What follows belongs to an exercise in optimizing a design on an open flow for a short achievable clock period and few clock cycles; a production flow would make more cautious choices.
The RTL was checked by simulation tests, not by an equivalence proof against the original design.
Power is estimated from default activity; no workload was simulated.

==> exp/willow <==
## pyr_core
module pyr_core (
	input  logic   clk,
	input  logic   rst,
	input  logic   run,
	output pyr_pkg::pc_t    imem_addr,
	input  pyr_pkg::instr_t imem_dout,
	input  logic   imem_rdy,
	output logic   halt,
	input  pyr_pkg::rsel_t  dbg_sel,
	output pyr_pkg::word_t  dbg_dout
);
	logic advance;
	pyr_pkg::rsel_t f_rs1;
	pyr_pkg::rsel_t f_rs2;
	pyr_pkg::rsel_t f_rd;
	logic           f_wr;
	logic           f_halt;
	pyr_pkg::word_t f_arg0;
	pyr_pkg::word_t f_arg1;
	pyr_pkg::word_t f_add_b;
	logic           f_add_cin;
	logic [pyr_pkg::nres-1:0] f_res_sel;
	logic           f_arith;
	logic [3:0]     f_grp_eq;
	logic [3:0]     f_grp_lt;
	logic           f_jal;
	logic [3:0]     f_br_sel;
	pyr_pkg::pc_t   f_target;
	logic           f_jalr;
	logic [7:0]     f_jalr_lo;
	logic           f_jalr_neg;
	logic [6:0]     f_jalr_hi;
	logic [6:0]     f_jalr_hi_inc;
	logic [6:0]     f_jalr_hi_dec;
	pyr_pkg::word_t rs1_val;
	pyr_pkg::word_t rs2_val;
	pyr_pkg::word_t rs1_fwd;
	pyr_pkg::word_t rs2_fwd;
	pyr_pkg::rsel_t e_rd;
	logic           e_wr;
	pyr_pkg::word_t e_arg0;
	pyr_pkg::word_t e_arg1;
	pyr_pkg::word_t e_add_b;
	logic           e_add_cin;
	logic [pyr_pkg::nres-1:0] e_res_sel;
	logic           e_arith;
	logic           e_lt;
	pyr_pkg::word_t e_res;
	pyr_pkg::pc_t   e_pc;
	pyr_pipe_ctrl pyr_pipe_ctrl_inst (
		.clk        (clk),
		.rst        (rst),
		.run        (run),
		.imem_rdy   (imem_rdy),
		.fetch_halt (f_halt),
  ...
==> module pyr_regfile, before the edit <==
module pyr_regfile (
	input  logic  clk,
	input  logic  rst,
	input  logic  we,
	input  pyr_pkg::rsel_t rd,
	input  pyr_pkg::rsel_t rs1,
	input  pyr_pkg::rsel_t rs2,
	input  pyr_pkg::word_t rd_val,
	input  pyr_pkg::rsel_t dbg_sel,
	output pyr_pkg::word_t rs1_val,
	output pyr_pkg::word_t rs2_val,
	output pyr_pkg::word_t dbg_dout
);
	pyr_pkg::word_t regs [pyr_pkg::nreg];
	pyr_pkg::word_t regs_n [pyr_pkg::nreg];
	logic [pyr_pkg::nreg-1:0] dbg_hot;
	assign regs[0] = '0;
	for (genvar i = 1; i < pyr_pkg::nreg; i++) begin : g_reg
		always_ff @(posedge clk) begin
			if (rst)
				regs[i] <= '0;
			else if (we && rd == i)
				regs[i] <= rd_val;
		end
		always_ff @(posedge clk) begin
			if (rst)
				regs_n[i] <= '1;
			else if (we && rd == i)
				regs_n[i] <= ~rd_val;
		end
	end
	assign regs_n[0] = '1;
	assign rs1_val = regs[rs1];
	assign rs2_val = regs[rs2];
	always_comb begin
		for (int i = 0; i < pyr_pkg::nreg; i++)
			dbg_hot[i] = (dbg_sel == i);
		dbg_dout = '0;
		for (int i = 1; i < pyr_pkg::nreg; i++)
			dbg_dout |= ~regs_n[i] & {pyr_pkg::xlen{dbg_hot[i]}};
	end
endmodule
Settings: LEC_CHECK=0, ABC_CLOCK_PERIOD_IN_PS=3500, CAP_MARGIN=20, CORE_MARGIN=2, CORE_UTILIZATION=40, SETUP_SLACK_MARGIN=4, SLEW_MARGIN=20; clock period 8.0 ns.
run.sh (not shown) runs the stock make flow with config.mk's settings and CLKGATE_MAP_FILE= SYNTH_SCRIPT=/design/flow/synth_recipe.tcl, a recipe that flattens the netlist after the stock synthesis.
==> exp/maple (differences from exp/willow) <==
--- a/flow/design.v
+++ b/flow/design.v
@@ -299,7 +299,6 @@
 	output pyr_pkg::word_t dbg_dout
 );
 	pyr_pkg::word_t regs [pyr_pkg::nreg];
-	pyr_pkg::word_t regs_n [pyr_pkg::nreg];
 	logic [pyr_pkg::nreg-1:0] dbg_hot;
 	assign regs[0] = '0;
 	for (genvar i = 1; i < pyr_pkg::nreg; i++) begin : g_reg
@@ -309,14 +308,7 @@
 			else if (we && rd == i)
 				regs[i] <= rd_val;
 		end
-		always_ff @(posedge clk) begin
-			if (rst)
-				regs_n[i] <= '1;
-			else if (we && rd == i)
-				regs_n[i] <= ~rd_val;
-		end
 	end
-	assign regs_n[0] = '1;
 	assign rs1_val = regs[rs1];
 	assign rs2_val = regs[rs2];
 	always_comb begin
@@ -324,7 +316,7 @@
 			dbg_hot[i] = (dbg_sel == i);
 		dbg_dout = '0;
 		for (int i = 1; i < pyr_pkg::nreg; i++)
-			dbg_dout |= ~regs_n[i] & {pyr_pkg::xlen{dbg_hot[i]}};
+			dbg_dout |= regs[i] & {pyr_pkg::xlen{dbg_hot[i]}};
 	end
 endmodule
 `timescale 1ns/1ps
CORE_UTILIZATION = 50   (was 40)
PLACE_DENSITY = 0.7   (was unset)
==> summary of the runs <==
exp/maple produced a clean layout. exp/willow finished clean.
Between exp/maple and exp/willow, the lower critical path depth is in exp/maple (gap 1).
Between exp/willow and exp/maple, the lower synthesized cell count is in exp/maple (gap 24%, measured against exp/maple).
Of exp/willow and exp/maple, exp/willow has the higher sequential power (gap about 60%, measured against exp/maple).
Global-route usage: exp/maple is higher than exp/willow (12 points).
Of exp/maple and exp/willow, exp/willow has the higher non-clock buffer count (gap 37).
Fmax: exp/maple is lower than exp/willow (0.64%).
==> figures <==
Largest net degree at the start of global routing: exp/maple 107; exp/willow 113
Total of warnings raised by yosys: exp/maple 7; exp/willow 9
Seq. pwr: exp/maple 2.08 mW; exp/willow 3.27 mW
Max power group: exp/maple sequential cells; exp/willow clock
Area after detailed placement: exp/maple 0.02533 sq mm; exp/willow 0.03278 sq mm
Number of flip-flops and latches: exp/maple 374; exp/willow 614
Status: exp/maple finished clean; exp/willow finished clean
Launch point of the critical path: exp/maple dbg_sel[3]; exp/willow dbg_sel[0]
Number of cells on the critical path: exp/maple 10; exp/willow 11
Wire length the detailed router placed on met1: exp/maple 41140 um; exp/willow 52700 um
Core region area: exp/maple 0.04665 sq mm; exp/willow 0.07470 sq mm
HPWL after detailed placement: exp/maple 70280 um; exp/willow 84390 um
Placed Cells: exp/maple 3240; exp/willow 4259
Testbench counts of exp/willow, summed over its fixed seeds: cycles 18,586.
Testbench counts of exp/maple, summed over its fixed seeds: cycles 18,586.


==> ember <==
pyr_core, a different RTL version from the one above (not shown whole).
make LEC_CHECK=0 ABC_CLOCK_PERIOD_IN_PS=3500 CAP_MARGIN=20 CORE_MARGIN=2 CORE_UTILIZATION=40 SETUP_SLACK_MARGIN=4 SLEW_MARGIN=20 finish   # period 8.0 ns
==> yarrow (differences from ember) <==
--- a/flow/design.v
+++ b/flow/design.v
@@ -28,68 +28,86 @@
 endpackage
 `timescale 1ns/1ps
 module pyr_pc (
 	input  logic clk,
 	input  logic rst,
 	input  logic advance,
-	input  logic redirect,
+	input  logic [3:0] grp_eq,
+	input  logic [3:0] grp_lt,
+	input  logic is_jal,
+	input  logic [3:0] br_sel,
 	input  pyr_pkg::pc_t  target,
 	input  logic is_jalr,
-	input  logic [6:0] jalr_base_lo,
-	input  logic [6:0] jalr_imm_lo,
+	input  logic [7:0] jalr_lo,
 	input  logic jalr_neg,
 	input  logic [6:0] jalr_hi,
 	input  logic [6:0] jalr_hi_inc,
 	input  logic [6:0] jalr_hi_dec,
 	output pyr_pkg::pc_t  fetch_addr,
-	output pyr_pkg::pc_t  exec_pc
+	output pyr_pkg::pc_t  exec_pc,
+	output logic lt
 );
-	logic         e_redirect;
+	logic [3:0]   e_grp_eq;
+	logic [3:0]   e_grp_lt;
+	logic         e_jal;
+	logic [3:0]   e_br_sel;
 	pyr_pkg::pc_t e_target;
 	logic         e_jalr;
-	logic [6:0]   e_base_lo;
-	logic [6:0]   e_imm_lo;
+	logic [7:0]   e_lo;
 	logic         e_neg;
 	logic [6:0]   e_hi;
 	logic [6:0]   e_hi_inc;
 	logic [6:0]   e_hi_dec;
-	logic [7:0]   jalr_lo;
+	logic         eq;
+	logic         take_rel;
 	logic [6:0]   jalr_hi_sel;
 	pyr_pkg::pc_t jalr_addr;
 	always_ff @(posedge clk) begin
 		if (rst) begin
-			e_redirect <= 1'b0;
-			e_jalr     <= 1'b0;
-			exec_pc    <= '1;
+			e_jal    <= 1'b0;
+			e_br_sel <= '0;
+			e_jalr   <= 1'b0;
+			exec_pc  <= '1;
 		end else if (advance) begin
-			e_redirect <= redirect;
-			e_jalr     <= is_jalr;
-			exec_pc    <= fetch_addr;
+			e_jal    <= is_jal;
+			e_br_sel <= br_sel;
+			e_jalr   <= is_jalr;
+			exec_pc  <= fetch_addr;
 		end
 	end
 	always_ff @(posedge clk) begin
 		if (advance) begin
-			e_target  <= target;
-			e_base_lo <= jalr_base_lo;
-			e_imm_lo  <= jalr_imm_lo;
-			e_neg     <= jalr_neg;
-			e_hi      <= jalr_hi;
-			e_hi_inc  <= jalr_hi_inc;
-			e_hi_dec  <= jalr_hi_dec;
+			e_grp_eq <= grp_eq;
+			e_grp_lt <= grp_lt;
+			e_target <= target;
+			e_lo     <= jalr_lo;
+			e_neg    <= jalr_neg;
+			e_hi     <= jalr_hi;
+			e_hi_inc <= jalr_hi_inc;
+			e_hi_dec <= jalr_hi_dec;
 		end
 	end
-	assign jalr_lo = {1'b0, e_base_lo} + {1'b0, e_imm_lo};
+	assign eq = &e_grp_eq;
+	assign lt = e_grp_lt[3]
+		| (e_grp_eq[3] & e_grp_lt[2])
+		| (e_grp_eq[3] & e_grp_eq[2] & e_grp_lt[1])
+		| (e_grp_eq[3] & e_grp_eq[2] & e_grp_eq[1] & e_grp_lt[0]);
+	assign take_rel = e_jal
+		| (e_br_sel[0] & eq)
+		| (e_br_sel[1] & ~eq)
+		| (e_br_sel[2] & lt)
+		| (e_br_sel[3] & ~lt);
 	always_comb begin
-		case ({e_neg, jalr_lo[7]})
+		case ({e_neg, e_lo[7]})
 			2'b01:   jalr_hi_sel = e_hi_inc;
 			2'b10:   jalr_hi_sel = e_hi_dec;
 			default: jalr_hi_sel = e_hi;
 		endcase
 	end
-	assign jalr_addr = {jalr_hi_sel, jalr_lo[6:0]};
-	assign fetch_addr = e_jalr ? jalr_addr : (e_redirect ? e_target : exec_pc + 1'b1);
+	assign jalr_addr = {jalr_hi_sel, e_lo[6:0]};
+	assign fetch_addr = take_rel ? e_target : (e_jalr ? jalr_addr : exec_pc + 1'b1);
 endmodule
 `timescale 1ns/1ps
 module pyr_pipe_ctrl (
 	input  logic clk,
 	input  logic rst,
 	input  logic run,
@@ -120,18 +138,19 @@
 	output pyr_pkg::word_t   arg0,
 	output pyr_pkg::word_t   arg1,
 	output pyr_pkg::word_t   add_b,
 	output logic             add_cin,
 	output logic [pyr_pkg::nres-1:0] res_sel,
 	output logic             arith,
-	output logic             lt,
-	output logic             redirect,
+	output logic [3:0]       grp_eq,
+	output logic [3:0]       grp_lt,
+	output logic             is_jal,
+	output logic [3:0]       br_sel,
 	output pyr_pkg::pc_t     target,
 	output logic             is_jalr,
-	output logic [6:0]       jalr_base_lo,
-	output logic [6:0]       jalr_imm_lo,
+	output logic [7:0]       jalr_lo,
 	output logic             jalr_neg,
 	output logic [6:0]       jalr_hi,
 	output logic [6:0]       jalr_hi_inc,
 	output logic [6:0]       jalr_hi_dec
 );
 	logic [2:0] opcode;
@@ -141,19 +160,16 @@
 	pyr_pkg::word_t immb;
 	pyr_pkg::word_t immu;
 	pyr_pkg::word_t imm_hi;
 	pyr_pkg::word_t pc_word;
 	logic       alu_like;
 	logic       is_br;
-	logic       is_jal;
 	logic       sub;
 	logic       cmp_signed;
 	pyr_pkg::word_t cmp_a;
 	pyr_pkg::word_t cmp_b;
-	logic       eq;
-	logic       taken;
 	pyr_pkg::pc_t rel_imm;
 	assign opcode = instr[2:0];
 	assign rd     = instr[6:3];
 	assign funct3 = instr[9:7];
 	assign rs1    = instr[13:10];
 	assign rs2    = instr[17:14];
@@ -205,30 +221,33 @@
 	end
 	assign add_b   = sub ? ~arg1 : arg1;
 	assign add_cin = sub;
 	assign cmp_signed = (is_br && funct3[2:1] == 2'b10) || (alu_like && funct3 == 3'b010);
 	assign cmp_a = rs1_val ^ {cmp_signed, {(pyr_pkg::xlen-1){1'b0}}};
 	assign cmp_b = (opcode == pyr_pkg::op_imm ? immi : rs2_val) ^ {cmp_signed, {(pyr_pkg::xlen-1){1'b0}}};
-	assign eq = (cmp_a == cmp_b);
-	assign lt = (cmp_a < cmp_b);
+	for (genvar g = 0; g < 4; g++) begin : g_cmp
+		assign grp_eq[g] = (cmp_a[4*g+3:4*g] == cmp_b[4*g+3:4*g]);
+		assign grp_lt[g] = (cmp_a[4*g+3:4*g] <  cmp_b[4*g+3:4*g]);
+	end
 	always_comb begin
-		case (funct3)
-			3'b000:  taken = eq;
-			3'b001:  taken = ~eq;
-			3'b100,
-			3'b110:  taken = lt;
-			3'b101,
-			3'b111:  taken = ~lt;
-			default: taken = 1'b0;
-		endcase
+		br_sel = '0;
+		if (is_br) begin
+			case (funct3)
+				3'b000:  br_sel[0] = 1'b1;
+				3'b001:  br_sel[1] = 1'b1;
+				3'b100,
+				3'b110:  br_sel[2] = 1'b1;
+				3'b101,
+				3'b111:  br_sel[3] = 1'b1;
+				default: br_sel = '0;
+			endcase
+		end
 	end
-	assign redirect = is_jal | (is_br & taken);
 	assign rel_imm  = is_jal ? immu[pyr_pkg::palen-1:0] : immb[pyr_pkg::palen-1:0];
 	assign target   = pc + rel_imm;
-	assign jalr_base_lo = rs1_val[6:0];
-	assign jalr_imm_lo  = immi[6:0];
+	assign jalr_lo      = {1'b0, rs1_val[6:0]} + {1'b0, immi[6:0]};
 	assign jalr_neg     = sgn;
 	assign jalr_hi      = rs1_val[pyr_pkg::palen-1:7];
 	assign jalr_hi_inc  = rs1_val[pyr_pkg::palen-1:7] + 1'b1;
 	assign jalr_hi_dec  = rs1_val[pyr_pkg::palen-1:7] - 1'b1;
 endmodule
 `timescale 1ns/1ps
@@ -321,18 +340,19 @@
 	pyr_pkg::word_t f_arg0;
 	pyr_pkg::word_t f_arg1;
 	pyr_pkg::word_t f_add_b;
 	logic           f_add_cin;
 	logic [pyr_pkg::nres-1:0] f_res_sel;
 	logic           f_arith;
-	logic           f_lt;
-	logic           f_redirect;
+	logic [3:0]     f_grp_eq;
+	logic [3:0]     f_grp_lt;
+	logic           f_jal;
+	logic [3:0]     f_br_sel;
 	pyr_pkg::pc_t   f_target;
 	logic           f_jalr;
-	logic [6:0]     f_jalr_base_lo;
-	logic [6:0]     f_jalr_imm_lo;
+	logic [7:0]     f_jalr_lo;
 	logic           f_jalr_neg;
 	logic [6:0]     f_jalr_hi;
 	logic [6:0]     f_jalr_hi_inc;
 	logic [6:0]     f_jalr_hi_dec;
 	pyr_pkg::word_t rs1_val;
 	pyr_pkg::word_t rs2_val;
@@ -359,23 +379,26 @@
 		.halt       (halt)
 	);
 	pyr_pc pyr_pc_inst (
 		.clk          (clk),
 		.rst          (rst),
 		.advance      (advance),
-		.redirect     (f_redirect),
+		.grp_eq       (f_grp_eq),
+		.grp_lt       (f_grp_lt),
+		.is_jal       (f_jal),
+		.br_sel       (f_br_sel),
 		.target       (f_target),
 		.is_jalr      (f_jalr),
-		.jalr_base_lo (f_jalr_base_lo),
-		.jalr_imm_lo  (f_jalr_imm_lo),
+		.jalr_lo      (f_jalr_lo),
 		.jalr_neg     (f_jalr_neg),
 		.jalr_hi      (f_jalr_hi),
 		.jalr_hi_inc  (f_jalr_hi_inc),
 		.jalr_hi_dec  (f_jalr_hi_dec),
 		.fetch_addr   (imem_addr),
-		.exec_pc      (e_pc)
+		.exec_pc      (e_pc),
+		.lt           (e_lt)
 	);
 	pyr_regfile pyr_regfile_inst (
 		.clk      (clk),
 		.rst      (rst),
 		.we       (advance & e_wr),
 		.rd       (e_rd),
@@ -402,18 +425,19 @@
 		.arg0         (f_arg0),
 		.arg1         (f_arg1),
 		.add_b        (f_add_b),
 		.add_cin      (f_add_cin),
 		.res_sel      (f_res_sel),
 		.arith        (f_arith),
-		.lt           (f_lt),
-		.redirect     (f_redirect),
+		.grp_eq       (f_grp_eq),
+		.grp_lt       (f_grp_lt),
+		.is_jal       (f_jal),
+		.br_sel       (f_br_sel),
 		.target       (f_target),
 		.is_jalr      (f_jalr),
-		.jalr_base_lo (f_jalr_base_lo),
-		.jalr_imm_lo  (f_jalr_imm_lo),
+		.jalr_lo      (f_jalr_lo),
 		.jalr_neg     (f_jalr_neg),
 		.jalr_hi      (f_jalr_hi),
 		.jalr_hi_inc  (f_jalr_hi_inc),
 		.jalr_hi_dec  (f_jalr_hi_dec)
 	);
 	always_ff @(posedge clk) begin
@@ -428,13 +452,12 @@
 			e_arg0    <= f_arg0;
 			e_arg1    <= f_arg1;
 			e_add_b   <= f_add_b;
 			e_add_cin <= f_add_cin;
 			e_res_sel <= f_res_sel;
 			e_arith   <= f_arith;
-			e_lt      <= f_lt;
 		end
 	end
 	pyr_alu pyr_alu_inst (
 		.arg0    (e_arg0),
 		.arg1    (e_arg1),
 		.add_b   (e_add_b),
==> flow/flow/run.sh (new file) <==
#!/bin/bash
# standard layout, logged
cp standard.sh synth_recipe.tcl config.mk constraint.sdc flow/ 2>/dev/null
bash standard.sh > standard.log 2>&1
==> flow/flow/synth_recipe.tcl (new file) <==
proc synth {args} { yosys synth -nofsm -noshare {*}$args }
source $::env(SCRIPTS_DIR)/synth.tcl
# left out here: clear keep_hierarchy, flatten, clean up, hide names made inside functions, write 1_2_yosys.v
==> flow/flow/config.mk (new file) <==
export PLATFORM = sky130hd
export DESIGN_NAME = pyr_core
export DESIGN_NICKNAME = bench
export VERILOG_FILES = /design/flow/design.v
export SDC_FILE = /design/flow/constraint.sdc
export NUM_CORES = 4
export LEC_CHECK = 0
export ABC_CLOCK_PERIOD_IN_PS = 3500
export CAP_MARGIN = 20
export CORE_MARGIN = 2
export CORE_UTILIZATION = 40
export SETUP_SLACK_MARGIN = 4
export SLEW_MARGIN = 20
==> flow/flow/constraint.sdc (new file) <==
create_clock -name core_clock -period 8.0 [get_ports {clk}]
set_input_delay 1.6000 -clock core_clock [delete_from_list [all_inputs] [get_ports {clk}]]
set_output_delay 1.6000 -clock core_clock [all_outputs]
set_load 0.01 [all_outputs]
==> flow/flow/standard.sh (new file) <==
#!/bin/bash
# The standard flow's own layout of this design, on the ORFS make targets given (by default finish). After
# finish it leaves the final layout's DEF at /design/flow/out/final.def.
set -euo pipefail
make -C /OpenROAD-flow-scripts/flow DESIGN_CONFIG=/design/flow/config.mk WORK_HOME=/design/flow/orfs CLKGATE_MAP_FILE= SYNTH_SCRIPT=/design/flow/synth_recipe.tcl ABC_CLOCK_PERIOD_IN_PS=3500 CAP_MARGIN=20 CORE_MARGIN=2 CORE_UTILIZATION=40 SETUP_SLACK_MARGIN=4 SLEW_MARGIN=20 "${@:-finish}"
if [[ -f /design/flow/orfs/results/sky130hd/pyr_core/base/6_final.odb ]]; then
  : # left out here: write the final layout as DEF
fi
==> flow/standard.sh (new file) <==
#!/bin/bash
# synth_recipe.tcl (not shown) runs the flow's synth.tcl, then flattens the netlist and writes it again
# the make line also repeats each setting of config.mk as NAME=value (left out here)
make -C /OpenROAD-flow-scripts/flow DESIGN_CONFIG=/design/flow/config.mk WORK_HOME=/design/flow/orfs CLKGATE_MAP_FILE= SYNTH_SCRIPT=/design/flow/synth_recipe.tcl "${@:-finish}"
removed: flow/run.sh
==> quartz (differences from ember) <==
--- a/flow/design.v
+++ b/flow/design.v
@@ -28,68 +28,83 @@
 endpackage
 `timescale 1ns/1ps
 module pyr_pc (
 	input  logic clk,
 	input  logic rst,
 	input  logic advance,
-	input  logic redirect,
+	input  logic [1:0] grp_eq,
+	input  logic [1:0] grp_lt,
+	input  logic is_jal,
+	input  logic [3:0] br_sel,
 	input  pyr_pkg::pc_t  target,
 	input  logic is_jalr,
-	input  logic [6:0] jalr_base_lo,
-	input  logic [6:0] jalr_imm_lo,
+	input  logic [7:0] jalr_lo,
 	input  logic jalr_neg,
 	input  logic [6:0] jalr_hi,
 	input  logic [6:0] jalr_hi_inc,
 	input  logic [6:0] jalr_hi_dec,
 	output pyr_pkg::pc_t  fetch_addr,
-	output pyr_pkg::pc_t  exec_pc
+	output pyr_pkg::pc_t  exec_pc,
+	output logic lt
 );
-	logic         e_redirect;
+	logic [1:0]   e_grp_eq;
+	logic [1:0]   e_grp_lt;
+	logic         e_jal;
+	logic [3:0]   e_br_sel;
 	pyr_pkg::pc_t e_target;
 	logic         e_jalr;
-	logic [6:0]   e_base_lo;
-	logic [6:0]   e_imm_lo;
+	logic [7:0]   e_lo;
 	logic         e_neg;
 	logic [6:0]   e_hi;
 	logic [6:0]   e_hi_inc;
 	logic [6:0]   e_hi_dec;
-	logic [7:0]   jalr_lo;
+	logic         eq;
+	logic         take_rel;
 	logic [6:0]   jalr_hi_sel;
 	pyr_pkg::pc_t jalr_addr;
 	always_ff @(posedge clk) begin
 		if (rst) begin
-			e_redirect <= 1'b0;
-			e_jalr     <= 1'b0;
-			exec_pc    <= '1;
+			e_jal    <= 1'b0;
+			e_br_sel <= '0;
+			e_jalr   <= 1'b0;
+			exec_pc  <= '1;
 		end else if (advance) begin
-			e_redirect <= redirect;
-			e_jalr     <= is_jalr;
-			exec_pc    <= fetch_addr;
+			e_jal    <= is_jal;
+			e_br_sel <= br_sel;
+			e_jalr   <= is_jalr;
+			exec_pc  <= fetch_addr;
 		end
 	end
 	always_ff @(posedge clk) begin
 		if (advance) begin
-			e_target  <= target;
-			e_base_lo <= jalr_base_lo;
-			e_imm_lo  <= jalr_imm_lo;
-			e_neg     <= jalr_neg;
-			e_hi      <= jalr_hi;
-			e_hi_inc  <= jalr_hi_inc;
-			e_hi_dec  <= jalr_hi_dec;
+			e_grp_eq <= grp_eq;
+			e_grp_lt <= grp_lt;
+			e_target <= target;
+			e_lo     <= jalr_lo;
+			e_neg    <= jalr_neg;
+			e_hi     <= jalr_hi;
+			e_hi_inc <= jalr_hi_inc;
+			e_hi_dec <= jalr_hi_dec;
 		end
 	end
-	assign jalr_lo = {1'b0, e_base_lo} + {1'b0, e_imm_lo};
+	assign eq = &e_grp_eq;
+	assign lt = e_grp_lt[1] | (e_grp_eq[1] & e_grp_lt[0]);
+	assign take_rel = e_jal
+		| (e_br_sel[0] & eq)
+		| (e_br_sel[1] & ~eq)
+		| (e_br_sel[2] & lt)
+		| (e_br_sel[3] & ~lt);
 	always_comb begin
-		case ({e_neg, jalr_lo[7]})
+		case ({e_neg, e_lo[7]})
 			2'b01:   jalr_hi_sel = e_hi_inc;
 			2'b10:   jalr_hi_sel = e_hi_dec;
 			default: jalr_hi_sel = e_hi;
 		endcase
 	end
-	assign jalr_addr = {jalr_hi_sel, jalr_lo[6:0]};
-	assign fetch_addr = e_jalr ? jalr_addr : (e_redirect ? e_target : exec_pc + 1'b1);
+	assign jalr_addr = {jalr_hi_sel, e_lo[6:0]};
+	assign fetch_addr = take_rel ? e_target : (e_jalr ? jalr_addr : exec_pc + 1'b1);
 endmodule
 `timescale 1ns/1ps
 module pyr_pipe_ctrl (
 	input  logic clk,
 	input  logic rst,
 	input  logic run,
@@ -120,18 +135,19 @@
 	output pyr_pkg::word_t   arg0,
 	output pyr_pkg::word_t   arg1,
 	output pyr_pkg::word_t   add_b,
 	output logic             add_cin,
 	output logic [pyr_pkg::nres-1:0] res_sel,
 	output logic             arith,
-	output logic             lt,
-	output logic             redirect,
+	output logic [1:0]       grp_eq,
+	output logic [1:0]       grp_lt,
+	output logic             is_jal,
+	output logic [3:0]       br_sel,
 	output pyr_pkg::pc_t     target,
 	output logic             is_jalr,
-	output logic [6:0]       jalr_base_lo,
-	output logic [6:0]       jalr_imm_lo,
+	output logic [7:0]       jalr_lo,
 	output logic             jalr_neg,
 	output logic [6:0]       jalr_hi,
 	output logic [6:0]       jalr_hi_inc,
 	output logic [6:0]       jalr_hi_dec
 );
 	logic [2:0] opcode;
@@ -141,19 +157,16 @@
 	pyr_pkg::word_t immb;
 	pyr_pkg::word_t immu;
 	pyr_pkg::word_t imm_hi;
 	pyr_pkg::word_t pc_word;
 	logic       alu_like;
 	logic       is_br;
-	logic       is_jal;
 	logic       sub;
 	logic       cmp_signed;
 	pyr_pkg::word_t cmp_a;
 	pyr_pkg::word_t cmp_b;
-	logic       eq;
-	logic       taken;
 	pyr_pkg::pc_t rel_imm;
 	assign opcode = instr[2:0];
 	assign rd     = instr[6:3];
 	assign funct3 = instr[9:7];
 	assign rs1    = instr[13:10];
 	assign rs2    = instr[17:14];
@@ -205,30 +218,33 @@
 	end
 	assign add_b   = sub ? ~arg1 : arg1;
 	assign add_cin = sub;
 	assign cmp_signed = (is_br && funct3[2:1] == 2'b10) || (alu_like && funct3 == 3'b010);
 	assign cmp_a = rs1_val ^ {cmp_signed, {(pyr_pkg::xlen-1){1'b0}}};
 	assign cmp_b = (opcode == pyr_pkg::op_imm ? immi : rs2_val) ^ {cmp_signed, {(pyr_pkg::xlen-1){1'b0}}};
-	assign eq = (cmp_a == cmp_b);
-	assign lt = (cmp_a < cmp_b);
+	for (genvar g = 0; g < 2; g++) begin : g_cmp
+		assign grp_eq[g] = (cmp_a[8*g+7:8*g] == cmp_b[8*g+7:8*g]);
+		assign grp_lt[g] = (cmp_a[8*g+7:8*g] <  cmp_b[8*g+7:8*g]);
+	end
 	always_comb begin
-		case (funct3)
-			3'b000:  taken = eq;
-			3'b001:  taken = ~eq;
-			3'b100,
-			3'b110:  taken = lt;
-			3'b101,
-			3'b111:  taken = ~lt;
-			default: taken = 1'b0;
-		endcase
+		br_sel = '0;
+		if (is_br) begin
+			case (funct3)
+				3'b000:  br_sel[0] = 1'b1;
+				3'b001:  br_sel[1] = 1'b1;
+				3'b100,
+				3'b110:  br_sel[2] = 1'b1;
+				3'b101,
+				3'b111:  br_sel[3] = 1'b1;
+				default: br_sel = '0;
+			endcase
+		end
 	end
-	assign redirect = is_jal | (is_br & taken);
 	assign rel_imm  = is_jal ? immu[pyr_pkg::palen-1:0] : immb[pyr_pkg::palen-1:0];
 	assign target   = pc + rel_imm;
-	assign jalr_base_lo = rs1_val[6:0];
-	assign jalr_imm_lo  = immi[6:0];
+	assign jalr_lo      = {1'b0, rs1_val[6:0]} + {1'b0, immi[6:0]};
 	assign jalr_neg     = sgn;
 	assign jalr_hi      = rs1_val[pyr_pkg::palen-1:7];
 	assign jalr_hi_inc  = rs1_val[pyr_pkg::palen-1:7] + 1'b1;
 	assign jalr_hi_dec  = rs1_val[pyr_pkg::palen-1:7] - 1'b1;
 endmodule
 `timescale 1ns/1ps
@@ -321,18 +337,19 @@
 	pyr_pkg::word_t f_arg0;
 	pyr_pkg::word_t f_arg1;
 	pyr_pkg::word_t f_add_b;
 	logic           f_add_cin;
 	logic [pyr_pkg::nres-1:0] f_res_sel;
 	logic           f_arith;
-	logic           f_lt;
-	logic           f_redirect;
+	logic [1:0]     f_grp_eq;
+	logic [1:0]     f_grp_lt;
+	logic           f_jal;
+	logic [3:0]     f_br_sel;
 	pyr_pkg::pc_t   f_target;
 	logic           f_jalr;
-	logic [6:0]     f_jalr_base_lo;
-	logic [6:0]     f_jalr_imm_lo;
+	logic [7:0]     f_jalr_lo;
 	logic           f_jalr_neg;
 	logic [6:0]     f_jalr_hi;
 	logic [6:0]     f_jalr_hi_inc;
 	logic [6:0]     f_jalr_hi_dec;
 	pyr_pkg::word_t rs1_val;
 	pyr_pkg::word_t rs2_val;
@@ -359,23 +376,26 @@
 		.halt       (halt)
 	);
 	pyr_pc pyr_pc_inst (
 		.clk          (clk),
 		.rst          (rst),
 		.advance      (advance),
-		.redirect     (f_redirect),
+		.grp_eq       (f_grp_eq),
+		.grp_lt       (f_grp_lt),
+		.is_jal       (f_jal),
+		.br_sel       (f_br_sel),
 		.target       (f_target),
 		.is_jalr      (f_jalr),
-		.jalr_base_lo (f_jalr_base_lo),
-		.jalr_imm_lo  (f_jalr_imm_lo),
+		.jalr_lo      (f_jalr_lo),
 		.jalr_neg     (f_jalr_neg),
 		.jalr_hi      (f_jalr_hi),
 		.jalr_hi_inc  (f_jalr_hi_inc),
 		.jalr_hi_dec  (f_jalr_hi_dec),
 		.fetch_addr   (imem_addr),
-		.exec_pc      (e_pc)
+		.exec_pc      (e_pc),
+		.lt           (e_lt)
 	);
 	pyr_regfile pyr_regfile_inst (
 		.clk      (clk),
 		.rst      (rst),
 		.we       (advance & e_wr),
 		.rd       (e_rd),
@@ -402,18 +422,19 @@
 		.arg0         (f_arg0),
 		.arg1         (f_arg1),
 		.add_b        (f_add_b),
 		.add_cin      (f_add_cin),
 		.res_sel      (f_res_sel),
 		.arith        (f_arith),
-		.lt           (f_lt),
-		.redirect     (f_redirect),
+		.grp_eq       (f_grp_eq),
+		.grp_lt       (f_grp_lt),
+		.is_jal       (f_jal),
+		.br_sel       (f_br_sel),
 		.target       (f_target),
 		.is_jalr      (f_jalr),
-		.jalr_base_lo (f_jalr_base_lo),
-		.jalr_imm_lo  (f_jalr_imm_lo),
+		.jalr_lo      (f_jalr_lo),
 		.jalr_neg     (f_jalr_neg),
 		.jalr_hi      (f_jalr_hi),
 		.jalr_hi_inc  (f_jalr_hi_inc),
 		.jalr_hi_dec  (f_jalr_hi_dec)
 	);
 	always_ff @(posedge clk) begin
@@ -428,13 +449,12 @@
 			e_arg0    <= f_arg0;
 			e_arg1    <= f_arg1;
 			e_add_b   <= f_add_b;
 			e_add_cin <= f_add_cin;
 			e_res_sel <= f_res_sel;
 			e_arith   <= f_arith;
-			e_lt      <= f_lt;
 		end
 	end
 	pyr_alu pyr_alu_inst (
 		.arg0    (e_arg0),
 		.arg1    (e_arg1),
 		.add_b   (e_add_b),
==> results.sh <==
export IMPL_worst_slack_ps=3218
export IMPL_powerComb_mw=1.11
export IMPL_status="complete, no violations"
export IMPL_gp_congestion=0.9852
export IMPL_ff_latch_area_sq_um=8496
export IMPL_drtIter0Drc=4785
export IMPL_dp_cells=3389
export IMPL_drt_wl_total_um=121500
export IMPL_yosysUniqueCellTypes=95
export IMPL_met2_usage_pct=57.82
export IMPL_synth_seq_cells=370
That was quartz.
==> results.sh <==
export IMPL_ioPinCount=60
export IMPL_place_area_sq_um=25530
export IMPL_hold_buffers=0
export IMPL_worst_slack_ps=3312
export IMPL_hpwl_um=70620
export IMPL_ys_flop_type="dfxtp_1"
export IMPL_grt_max_degree=106
export IMPL_drt_wl_total_um=116000
export IMPL_rr_worst_depth=24
export IMPL_met2_usage_pct=55.19
export IMPL_signal_buffers=416
export IMPL_gp_congestion=0.9875
export IMPL_ff_latch_area_sq_um=8608
export IMPL_top_power_group="the clock network"
export IMPL_fmax_mhz=213.3
export IMPL_powerComb_mw=1.16
export IMPL_pg_clk_mw=2.10
export IMPL_drtIter0Drc=3951
export IMPL_status="complete, no violations"
export IMPL_yosysUniqueCellTypes=90
export IMPL_synth_seq_cells=374
That was yarrow.
==> results.sh <==
export IMPL_crit_cells=10
export IMPL_final_cell_mix="nor2_1, dfxtp_1, buf_4"
export IMPL_met2_usage_pct=57.00
export IMPL_drtIter0Drc=4058
export IMPL_whs_endpoint="pyr_pc_inst.exec_pc[13]$_SDFFE_PP1P_"
export IMPL_ff_latch_area_sq_um=8446
export IMPL_status="complete, no violations"
export IMPL_dp_slack_ps=1600
export IMPL_root_buffer="clkbuf_16"
export IMPL_yosysTopAreaCellShare_pct=22.05
export IMPL_dp_cells=3337
export IMPL_synth_seq_cells=367
export IMPL_gp_congestion=1.032
export IMPL_synthAdderAreaFrac_pct=5.010
export IMPL_yosysUniqueCellTypes=86
That was ember.
Testbench counts of ember, summed over its fixed seeds: cycles 18,586.
Testbench counts of yarrow, summed over its fixed seeds: cycles 18,586.
Testbench counts of quartz, summed over its fixed seeds: cycles 18,586.

-- afterwards: timing with drivers on the ports --
The results above use ideal ports. As a check the final layouts listed here were re-extracted and re-timed, cells and wires unchanged.
Step 1 (the two cells are an assumption about what drives the block):
set clk [get_ports {clk}]
set_driving_cell -lib_cell sky130_fd_sc_hd__clkbuf_16 $clk
set_driving_cell -lib_cell sky130_fd_sc_hd__buf_2 [delete_from_list [all_inputs] $clk]
Step 2 adds t to the input delays and takes it off the output delays; t is the mean of the earliest and latest rising clock arrival at the registers after step 1. Input paths then give back, and output paths get back, about the clock's delay inside the block.
Slacks: ideal ports / drivers / drivers and shift; pairs: ideal ports / drivers.
run	t (ns)	setup slack, ns	worst register clock-pin slew, ns
exp/willow	0.688	3.308 / 3.246 / 3.061	0.07 / 0.07
exp/maple	0.656	3.278 / 3.224 / 3.030	0.07 / 0.07
ember	0.661	3.161 / 3.099 / 2.568	0.07 / 0.07
yarrow	0.640	3.312 / 3.242 / 3.242	0.08 / 0.08
quartz	0.643	3.218 / 3.152 / 2.986	0.07 / 0.07
After both steps setup and hold are still met in every run listed. For ember, which loses most, drivers alone change the setup slack by -0.062 ns; drivers and shift together by -0.593 ns.
